Context: an optimization exercise on an open-source flow, tuned for small area, a short achievable clock period and few clock cycles per item. The choices shown serve that exercise and are no tape-out recipe. The RTL was checked by simulation tests, not by an equivalence proof against the original design.

Design rational_arith_reduce, start of the top module:
module rational_arith_reduce (
    input  wire logic               clk,
    input  wire logic               rst_n,
    input  wire logic               in_valid,
    output logic                    in_stall,
    input  wire logic [1:0]         kind,
    input  wire logic signed [31:0] a_num,
    input  wire logic [30:0]        a_den,
    input  wire logic signed [31:0] b_num,
    input  wire logic [30:0]        b_den,
    output logic                    out_valid,
    input  wire logic               out_stall,
    output logic signed [31:0]      res_num,
    output logic [30:0]             res_den,
    output logic                    div_zero,
    output logic                    overflow
);
Size: about 4,300 cells after synthesis, ~480 flip-flops, about 200 I/O pins, about 0.038 sq mm of cells after synthesis.
export LEC_CHECK = 0
export CAP_MARGIN = 20
export CORE_MARGIN = 2
export CORE_UTILIZATION = 55
export SLEW_MARGIN = 20
create_clock -name core_clock -period 10.5 [get_ports {clk}]
standard.sh (not shown) runs the stock make flow with config.mk's settings and CLKGATE_MAP_FILE= SYNTH_SCRIPT=/design/flow/synth_recipe.tcl, a recipe that flattens the netlist after the stock synthesis.
==> flow/flow/run.sh <==
#!/bin/bash
set -euo pipefail
bash standard.sh SETUP_SLACK_MARGIN=6 "BUFFER_PORTS_ARGS=-buffer_cell sky130_fd_sc_hd__buf_2" finish > orfs_make.log 2>&1
Testbench counts at the start, summed over its fixed seeds: cycles 54,254, items 1,920.
Rerun with:
--- a/flow/design.v
+++ b/flow/design.v
@@ -316,51 +316,49 @@
                 u_nx = u_sh;
             if (v_upd)
                 v_nx = v_sh;
             pend_nx = be_e;
         end
     end
     logic signed [31:0] ab_sum;
     logic [31:0] ce_sum;
     logic        ab_ovf, ce_ovf;
     logic [31:0] a_sh, b_sh;
     logic [30:0] c_sh, e_sh;
     logic        a_sho, b_sho, c_sho, e_sho;
-    logic        a_shift, b_shift, a_add, b_add;
+    logic        a_add, b_add;
     rar_add #(.W(32), .L(5)) u_abadd (.a(ca), .b(cb), .ci(1'b0), .s(ab_sum), .co());
     assign ab_ovf = (ca[31] == cb[31]) && (ab_sum[31] != ca[31]);
     rar_add #(.W(31), .L(5)) u_ceadd (.a(cc), .b(ce), .ci(1'b0), .s(ce_sum[30:0]), .co(ce_sum[31]));
     assign ce_ovf = ce_sum[31];
     function automatic logic [32:0] shs(input logic [31:0] x, input logic s1, input logic s2);
         if (s1)
             shs = {x[31] != x[30], x[30:0], 1'b0};
         else if (s2)
             shs = {!((x[31] == x[30]) && (x[30] == x[29])), x[29:0], 2'b00};
         else
             shs = {!((x[31] == x[30]) && (x[30] == x[29]) && (x[29] == x[28])), x[28:0], 3'b000};
     endfunction
     function automatic logic [31:0] shu(input logic [30:0] x, input logic s1, input logic s2);
         if (s1)
             shu = {x[30], x[29:0], 1'b0};
         else if (s2)
             shu = {x[30] || x[29], x[28:0], 2'b00};
         else
             shu = {x[30] || x[29] || x[28], x[27:0], 3'b000};
     endfunction
     assign {a_sho, a_sh} = shs(ca, su1, su2);
     assign {b_sho, b_sh} = shs(cb, sv1, sv2);
     assign {c_sho, c_sh} = shu(cc, su1, su2);
     assign {e_sho, e_sh} = shu(ce, sv1, sv2);
-    assign a_shift = u_upd && !be;
-    assign b_shift = v_upd && !pend;
     assign a_add   = bo && !ugt;
     assign b_add   = bo && ugt;
     always_ff @(posedge clk or negedge rst_n)
     begin
         if (!rst_n)
             c_state <= rar_pkg::C_IDLE;
         else if (abs_do)
             c_state <= nz ? rar_pkg::C_DONE : rar_pkg::C_GCD;
         else if (load)
             c_state <= (in_done && !out_stall) ? rar_pkg::C_ABS : (in_idle ? rar_pkg::C_ABS : rar_pkg::C_ABSD);
         else if (last)
             c_state <= rar_pkg::C_DONE;
@@ -407,51 +405,37 @@
             else
             begin
                 ca <= sigma ? -32'sd1 : 32'sd1;
                 cb <= 32'd0;
                 cc <= 31'd0;
                 ce <= dzn ? 31'd0 : 31'd1;
             end
             ca_o <= 1'b0;
             cb_o <= 1'b0;
             cc_o <= 1'b0;
             ce_o <= 1'b0;
         end
-        else if (in_gcd)
+        else if (in_gcd && !pend)
         begin
-            if (a_shift)
+            if (v0)
             begin
-                ca   <= a_sh;
-                ca_o <= ca_o || a_sho;
-                cc   <= c_sh;
-                cc_o <= cc_o || c_sho;
+                ca   <= a_add ? ab_sum : a_sh;
+                ca_o <= a_add ? (ca_o || cb_o || ab_ovf) : (ca_o || a_sho);
+                cc   <= a_add ? ce_sum[30:0] : c_sh;
+                cc_o <= a_add ? (cc_o || ce_o || ce_ovf) : (cc_o || c_sho);
             end
-            else if (a_add)
+            if (u0)
             begin
-                ca   <= ab_sum;
-                ca_o <= ca_o || cb_o || ab_ovf;
-                cc   <= ce_sum[30:0];
-                cc_o <= cc_o || ce_o || ce_ovf;
-            end
-            if (b_shift)
-            begin
-                cb   <= b_sh;
-                cb_o <= cb_o || b_sho;
-                ce   <= e_sh;
-                ce_o <= ce_o || e_sho;
-            end
-            else if (b_add)
-            begin
-                cb   <= ab_sum;
-                cb_o <= ca_o || cb_o || ab_ovf;
-                ce   <= ce_sum[30:0];
-                ce_o <= cc_o || ce_o || ce_ovf;
+                cb   <= b_add ? ab_sum : b_sh;
+                cb_o <= b_add ? (ca_o || cb_o || ab_ovf) : (cb_o || b_sho);
+                ce   <= b_add ? ce_sum[30:0] : e_sh;
+                ce_o <= b_add ? (cc_o || ce_o || ce_ovf) : (ce_o || e_sho);
             end
         end
     end
     assign out_valid = in_done || in_absd;
     assign res_num   = ca;
     assign res_den   = cc;
     assign div_zero  = dz;
     assign overflow  = ca_o || cc_o;
 endmodule
 `default_nettype wire
Effect:
- The changed run ran to the end with no violations
- hold slack stays flat
- sequential share of layout area went up by 1.4 points
- worst setup slack gains 0.23 ns
- global-route usage went down by 0.22 points
- cell area went down by 4.2%
- core utilization went down by 2.7 points
- die area went down by 0.39%
Testbench counts after the change, summed over its fixed seeds: cycles 54,254, items 1,920.

## static timing again, ports no longer ideal
How much do the figures lean on ideal ports? The routed layouts below were timed once more, with nothing changed but the port constraints. Step 1 assumes that a clkbuf_16 drives the clock port and a buf_2 every other input. Step 2 moves the port delays by t, midway between the first and last clock arrival at a register: inputs arrive t later, outputs are due t later. That takes back most of the time a late clock gives input paths. Three values: no drivers, after step 1, after step 2; two values: the first two.
| run | t (ns) | slack for setup (ns) | pins driven straight from the clock port |
|---|---|---|---|
| the first run | 0.712 | 5.852 / 5.852 / 5.572 | 1 |
| the second run | 0.688 | 6.083 / 6.083 / 5.500 | 1 |
After both steps every run listed still meets setup and hold. The setup slack of the second run, which loses most, moves by 0.000 ns with the drivers and by -0.583 ns with both steps.
